Context: an optimization exercise on an open-source flow, tuned for small area. The choices shown serve that exercise and are no tape-out recipe.
The RTL was checked by simulation tests, not by an equivalence proof against the original design.
Power is estimated from default activity; no workload was simulated.

[flow/design.v]
`timescale 1ns/1ps
module playfield_rotator #(
  parameter int ITER = 12,
  parameter int CW   = 11
) (
  input  logic                 clk,
  input  logic                 reset,
  input  logic [9:0]           angle,
  input  logic                 update,
  input  logic [7:0]           scale,
  output logic                 busy,
  output logic                 coef_done,
  input  logic                 pix_valid,
  input  logic signed [CW-1:0] pix_x,
  input  logic signed [CW-1:0] pix_y,
  output logic                 out_valid,
  output logic signed [CW-1:0] rx,
  output logic signed [CW-1:0] ry
);
  localparam int CNTW = 4;
  localparam int PW   = CW + 16;
  localparam int SW   = CW + 17;
  typedef enum logic [1:0] {IDLE, RUN, COMMIT} state_t;
  state_t             state;
  logic [CNTW-1:0]    iter_cnt;
  logic [1:0]         quad;
  logic signed [17:0] cx, cy;
  logic signed [15:0] cz;
  logic signed [15:0] cos_c, sin_c;
  function automatic logic signed [15:0] atan_lut(input logic [CNTW-1:0] i);
    case (i)
      4'd0:    atan_lut = 16'sd8192;
      4'd1:    atan_lut = 16'sd4836;
      4'd2:    atan_lut = 16'sd2555;
      4'd3:    atan_lut = 16'sd1297;
      4'd4:    atan_lut = 16'sd651;
      4'd5:    atan_lut = 16'sd326;
      4'd6:    atan_lut = 16'sd163;
      4'd7:    atan_lut = 16'sd81;
      4'd8:    atan_lut = 16'sd41;
      4'd9:    atan_lut = 16'sd20;
      4'd10:   atan_lut = 16'sd10;
      4'd11:   atan_lut = 16'sd5;
      4'd12:   atan_lut = 16'sd3;
      4'd13:   atan_lut = 16'sd1;
      default: atan_lut = 16'sd0;
    endcase
  endfunction
  logic signed [17:0] x_sh, y_sh;
  logic signed [15:0] at;
  logic               dir;
  logic signed [15:0] uc, us;
  always_comb begin
    x_sh = cx >>> iter_cnt;
    y_sh = cy >>> iter_cnt;
    at   = atan_lut(iter_cnt);
    dir  = ~cz[15];
  end
  always_comb begin
    uc = cx[15:0];
    us = cy[15:0];
    case (quad)
      2'd1:    begin uc = -cy[15:0]; us =  cx[15:0]; end
      2'd2:    begin uc = -cx[15:0]; us = -cy[15:0]; end
      2'd3:    begin uc =  cy[15:0]; us = -cx[15:0]; end
      default: ;
    endcase
  end
  logic [7:0]         scale_q;
  logic               commit_ph;
  logic signed [15:0] sc_c, sc_s;
  logic signed [22:0] prod_c, prod_s;
  assign prod_c = 23'(uc) * 23'($signed({1'b0, scale_q}));
  assign prod_s = 23'(us) * 23'($signed({1'b0, scale_q}));
  always_ff @(posedge clk) begin
    if (reset) begin
      state     <= IDLE;
      iter_cnt  <= '0;
      quad      <= '0;
      cx        <= '0;
      cy        <= '0;
      cz        <= '0;
      busy      <= 1'b0;
      coef_done <= 1'b0;
      cos_c     <= 16'sd16384;
      sin_c     <= 16'sd0;
      scale_q   <= 8'd128;
      commit_ph <= 1'b0;
      sc_c      <= '0;
      sc_s      <= '0;
    end else begin
      coef_done <= 1'b0;
      if (update) begin
        quad     <= angle[9:8];
        cz       <= {2'b00, angle[7:0], 6'b0};
        cx       <= 18'sd9949;
        cy       <= '0;
        iter_cnt <= '0;
        state    <= RUN;
        busy     <= 1'b1;
        scale_q   <= scale;
        commit_ph <= 1'b0;
      end else begin
        case (state)
          RUN: begin
            cx <= dir ? cx - y_sh : cx + y_sh;
            cy <= dir ? cy + x_sh : cy - x_sh;
            cz <= dir ? cz - at : cz + at;
            if (iter_cnt == CNTW'(ITER - 1)) state <= COMMIT;
            else iter_cnt <= iter_cnt + 1'b1;
          end
          COMMIT: begin
            if (!commit_ph) begin
              sc_c      <= 16'(prod_c >>> 7);
              sc_s      <= 16'(prod_s >>> 7);
              commit_ph <= 1'b1;
            end else begin
              cos_c     <= sc_c;
              sin_c     <= sc_s;
              coef_done <= 1'b1;
              busy      <= 1'b0;
              commit_ph <= 1'b0;
              state     <= IDLE;
            end
          end
          IDLE:    ;
          default: state <= IDLE;
        endcase
      end
    end
  end
  logic                 v1, v2;
  logic signed [CW-1:0] x1, y1;
  logic signed [PW-1:0] pxc, pys, pxs, pyc;
  logic signed [SW-1:0] sum_x, sum_y;
  function automatic logic signed [CW-1:0] sat(input logic signed [SW-1:0] v);
    if (v[SW-1:CW-1] == '0 || v[SW-1:CW-1] == '1) sat = v[CW-1:0];
    else if (v[SW-1]) sat = {1'b1, {(CW-1){1'b0}}};
    else sat = {1'b0, {(CW-1){1'b1}}};
  endfunction
  always_comb begin
    sum_x = SW'(pxc) - SW'(pys);
    sum_y = SW'(pxs) + SW'(pyc);
  end
  always_ff @(posedge clk) begin
    if (reset) begin
      v1        <= 1'b0;
      v2        <= 1'b0;
      out_valid <= 1'b0;
      x1        <= '0;
      y1        <= '0;
      pxc       <= '0;
      pys       <= '0;
      pxs       <= '0;
      pyc       <= '0;
      rx        <= '0;
      ry        <= '0;
    end else begin
      v1        <= pix_valid;
      v2        <= v1;
      out_valid <= v2;
      if (pix_valid) begin
        x1 <= pix_x;
        y1 <= pix_y;
      end
      if (v1) begin
        pxc <= PW'(x1) * PW'(cos_c);
        pys <= PW'(y1) * PW'(sin_c);
        pxs <= PW'(x1) * PW'(sin_c);
        pyc <= PW'(y1) * PW'(cos_c);
      end
      if (v2) begin
        rx <= sat(sum_x >>> 14);
        ry <= sat(sum_y >>> 14);
      end
    end
  end
endmodule
[flow/run.sh]
#!/bin/bash
# synth_recipe.tcl (not shown) runs the flow's synth.tcl, then flattens the netlist and writes it again
# the make line also repeats each setting of config.mk as NAME=value (left out here)
make -C /OpenROAD-flow-scripts/flow DESIGN_CONFIG=/design/flow/config.mk WORK_HOME=/design/flow/orfs CLKGATE_MAP_FILE= SYNTH_SCRIPT=/design/flow/synth_recipe.tcl finish
[flow/config.mk]
export PLATFORM = sky130hd
export DESIGN_NAME = playfield_rotator
export DESIGN_NICKNAME = playfield_rotator
export VERILOG_FILES = /design/flow/design.v
export SDC_FILE = /design/flow/constraint.sdc
export NUM_CORES = 4
export LEC_CHECK = 0
export CAP_MARGIN = 20
export CORE_MARGIN = 2
export CORE_UTILIZATION = 40
export SLEW_MARGIN = 20
[flow/constraint.sdc]
create_clock -name core_clock -period 10.0 [get_ports {clk}]
set_input_delay 2.0000 -clock core_clock [delete_from_list [all_inputs] [get_ports {clk}]]
set_output_delay 2.0000 -clock core_clock [all_outputs]
set_load 0.01 [all_outputs]
==> flow_metrics.py <==
metrics = {
    "outcome": {
        "outcome": "timing/DRC/antenna clean",
    },
    "detailed_routing": {
        "drc": 0,
        "vias": 40410,
        "drtIter0Drc": 2978,
        "drt-total-wl_mm": 138.0,
        "avgViaCountPerCell": 5.227,
        "ant_nets": 0,
        "drt-pass1-iter-count": 6,
        "wl_per_cell_um": 17.85,
    },
    "cells_and_area": {
        "syn_to_final_growth_pct": 7.518,
        "drive_gt1_frac": 0.04893,
        "fin_util": 0.4346,
        "fin_area_um2": 56490,
        "stdcell_count": 7731,
        "nNetsFinal": 7266,
    },
    "synthesis": {
        "synth_xor_area_frac": 0.04268,
        "synthAdderAreaFrac": 0.4217,
        "synth-async-reset-ratio": 0,
        "synth_top_family_by_area": "adder cells",
        "seq_area_frac_synth": 0.1158,
        "synth-compound-area-share": 0.09445,
        "synth_seq_cells": 304,
        "synth-edff-count": 0,
        "yosysWarnings": 1,
        "netlist_area_um2": 52540,
        "synthesis.instances": 6067,
        "synthDistinctLibCells": 86,
        "syn_nets": 7376,
        "synthMuxAreaShare": 0.05223,
        "yosys.area_share.simple": 0.1731,
        "dominantRegCellSynth": "dfxtp_1",
        "syn_avg_cell_area_um2": 8.660,
    },
    "grt": {
        "grt_overflow": 0,
        "grt_pass1_wl_mm": 224.4,
        "grt_pass1_vias": 40780,
        "grt_max_degree": 64,
        "antenna_found_initial": 4,
        "track_usage": 0.2078,
    },
    "sta": {
        "finalSetupViolations": 0,
        "maxSlewViolCount": 0,
        "worst_pin_slew_ps": 1033,
        "rsz0062_at_grt": "no",
        "skew_ps": 34.42,
        "fin_crit_sh": 0.8015,
        "fmax_mhz": 124.8,
        "hold_viol": 0,
        "relSlewSlack": 0.2936,
        "tns_ps": 0,
        "holdWs_ps": 448.2,
        "fin_crit_ps": 8015,
    },
    "power": {
        "powerDensity_nw_per_um2": 88.18,
        "p_leak_nw": 25.35,
        "vdd_drop_max_v": 0.0001560,
    },
    "place": {
        "hpwl_mm": 104.7,
        "place_area_um2": 54870,
        "io_buffers": 68,
        "gp_congestion": 0.8783,
        "dp.cells": 7650,
    },
    "floorplanning": {
        "dieHeight_um": 366.4,
        "initial_utilization": 0.4042,
        "ios": 69,
        "num_rows": 132,
        "die_w_um": 366.4,
        "die-area_um2": 134300,
        "core-area_um2": 130000,
    },
    "setup_path": {
        "rrSetupSlack_ps": 1990,
        "endpoint_kind": "flop",
        "worstRegToRegCells": 25,
        "start_kind": "flop",
        "worstReg2RegEnd": "sc_s[15]$_SDFFE_PP0P_",
        "cp.arrival_ps": 8560,
        "critPathRequiredTime_ps": 10550,
        "critPathKind": "flop to flop",
        "regToRegStartpoint": "cx[2]$_SDFFE_PP0P_",
        "cp_max_fo": 12,
    },
    "clock_network": {
        "insertion_delay_ps": 640,
        "post_cts_buffers": 0,
        "h-tree-depth": 2,
        "post_cts_resize_count": 0,
        "root_buffer": "clkbuf_16",
        "clk_pin_slew_ps": 60,
        "clk_path_buf_depth": 3,
        "clock-sinks": 304,
        "cts_tree": "yes",
        "cts_buffers": 46,
        "cts_hold_buffers": 0,
    },
    "hold_path": {
        "hold_depth": 2,
        "hp-start": "sc_s[2]$_SDFFE_PP0P_",
        "min_to": "sin_c[2]$_SDFFE_PP0P_",
        "hold_class": "flop to flop",
    },
    "flow_run": {
        "drv_cap": 0,
    },
}
## where the power goes
part	switching (mW)	total [mW]	leakage, nW	internal, mW
clock	0.696	1.76	0.784	1.06
combinational	1.11	1.89	22.1	0.781
sequential	0.0763	1.33	2.47	1.26
## registers in the layout (all words and copies together), names as in the netlist, 14 cells and up
register  cells
sin_c        16
cos_c        16
pyc          27
pxs          27
cx           18
sc_s         16
pxc          27
cy           18
cz           16
sc_c         16
at           14
pys          27
## cells in the mapped netlist (all sizes together), types with 33 or more instances
master,number,area [um2]
nand3,49,245.2
clkbuf,280,1051
inv,1063,3990
o21ai,106,530.5
o21a,40,300.3
fa,843,16880
xnor2,177,1550
buf,40,205.2
nand2,710,2668
nor3,65,325.3
xor2,79,691.9
and2,469,2934
mux2i,138,1381
a21oi,273,1366
mux4,44,991.0
nor2b,36,225.2
a211oi,53,410.4
ha,422,5280
nor2,349,1310
a21o,62,465.5
dfxtp,304,6086
and3,33,206.5
nand2b,71,444.2
mux2,33,371.6
## worst max-delay path: stages (launching register included)
cell and delay (ps):
dfxtp_1 420, or4_4 590, or4_1 570, or3_1 440
o21ai_0 230, mux2i_1 100, a21oi_1 680, nand2_1 180
fa_1 570, inv_1 60, fa_1 490, fa_1 550
inv_1 50, fa_1 470, inv_1 40, ha_1 310
o21a_1 130, o21ai_0 70, nand2b_1 70, a21oi_1 110
o41ai_1 800, a31oi_1 250, o21bai_1 260, a21oi_1 120
xnor2_1 130, a211oi_1 220
## stage by stage
step | total power, mW | worst slack, ps
final | 4.981 | 1985
after global routing | 5.324 | 1419
after global placement | 3.207 | 2061
after floorplan | 2.772 | 3167
after detailed placement | 3.237 | 1859
after CTS | 5.035 | 1794
## routing by layer
metal | wire length [um] | vias to the layer above | GRT usage | part of all wire
li1 | - | 18900 | - | -
met1 | 62680 | 20360 | 0.2905 | 0.45
met2 | 63780 | 973 | 0.3383 | 0.46
met3 | 6815 | 180 | 0.01961 | 0.049
met4 | 4732 | 0 | 0.06766 | 0.034
met5 | 0 | - | 0 | 0
## placed cells by master, fill, tap and decap left out, types with 35 or more instances in the layout
| cell type | instances |
|---|---|
| nor2b_1 | 35 |
| inv_1 | 1061 |
| clkbuf_16 | 47 |
| a211oi_1 | 49 |
| dfxtp_1 | 295 |
| o21a_1 | 40 |
| clkdlybuf4s50_1 | 65 |
| a21oi_1 | 273 |
| nand2b_1 | 70 |
| nor2_1 | 348 |
| buf_4 | 93 |
| and2_1 | 469 |
| ha_1 | 422 |
| xnor2_1 | 177 |
| fa_1 | 843 |
| o21ai_0 | 106 |
| a21o_1 | 62 |
| nor3_1 | 64 |
| mux2i_1 | 138 |
| xor2_1 | 79 |
| mux4_2 | 44 |
| nand2_1 | 709 |
| nand3_1 | 49 |
## final cells by class
cell class | count | area [um2]
fillers | 12850 | 73490
multi-input cells | 4378 | 41230
flip-flops and latches | 304 | 6100
inverters | 1065 | 3998
well taps | 1742 | 2180
repair buffers | 162 | 1378
clock buffers | 60 | 1315
clock inverters | 19 | 285.3
diodes | 1 | 2.502
## worst max path at each step
| stage | startpoint | end | cells past startpoint |
|---|---|---|---|
| CTS | cx[1]$_SDFFE_PP0P_ | sc_s[15]$_SDFFE_PP0P_ | 25 |
| global route | cy[2]$_SDFFE_PP0P_ | sc_c[15]$_SDFFE_PP0P_ | 25 |
| detailed placement | cx[1]$_SDFFE_PP0P_ | sc_s[15]$_SDFFE_PP0P_ | 25 |
| finish | cx[2]$_SDFFE_PP0P_ | sc_s[15]$_SDFFE_PP0P_ | 25 |
| floorplan | quad[0]$_SDFFE_PP0P_ | sc_c[15]$_SDFFE_PP0P_ | 27 |
| global placement | cx[1]$_SDFFE_PP0P_ | sc_s[15]$_SDFFE_PP0P_ | 25 |
## cell families after synthesis
| kind of cell | after synthesis |
|---|---|
| buffers and inverters | 1385 |
| XOR/XNOR | 256 |
| multiplexers | 215 |
| flip-flops | 304 |
| AND/OR/NAND/NOR | 1881 |
| AO/OA/AOI/OAI | 761 |
| adder cells (fa/ha/maj) | 1265 |

[separate check: timing with driven ports]
No port has a modelled driver above. Below, the same layout with a new extraction and two added sets of constraints. Step 1, drivers: a clkbuf_16 drives clk and a buf_2 each remaining input, both assumed. Step 2 adds t to the input delays and takes it off the output delays; t is the mean of the earliest and latest rising clock arrival at the registers after step 1. Input paths then give back, and output paths get back, about the clock's delay inside the block. a / b / c = ideal / step 1 / step 2; a / b = the first two.
shift t [ns]: 0.705
setup WS [ns]: 1.985 / 1.985 / 1.985
hold WS [ns]: 0.448 / 0.448 / 0.448
cell pins on the clock port's net: 1
After both steps this run still meets setup and hold. For this run, drivers alone change the setup slack by 0.000 ns; drivers and shift together by 0.000 ns.
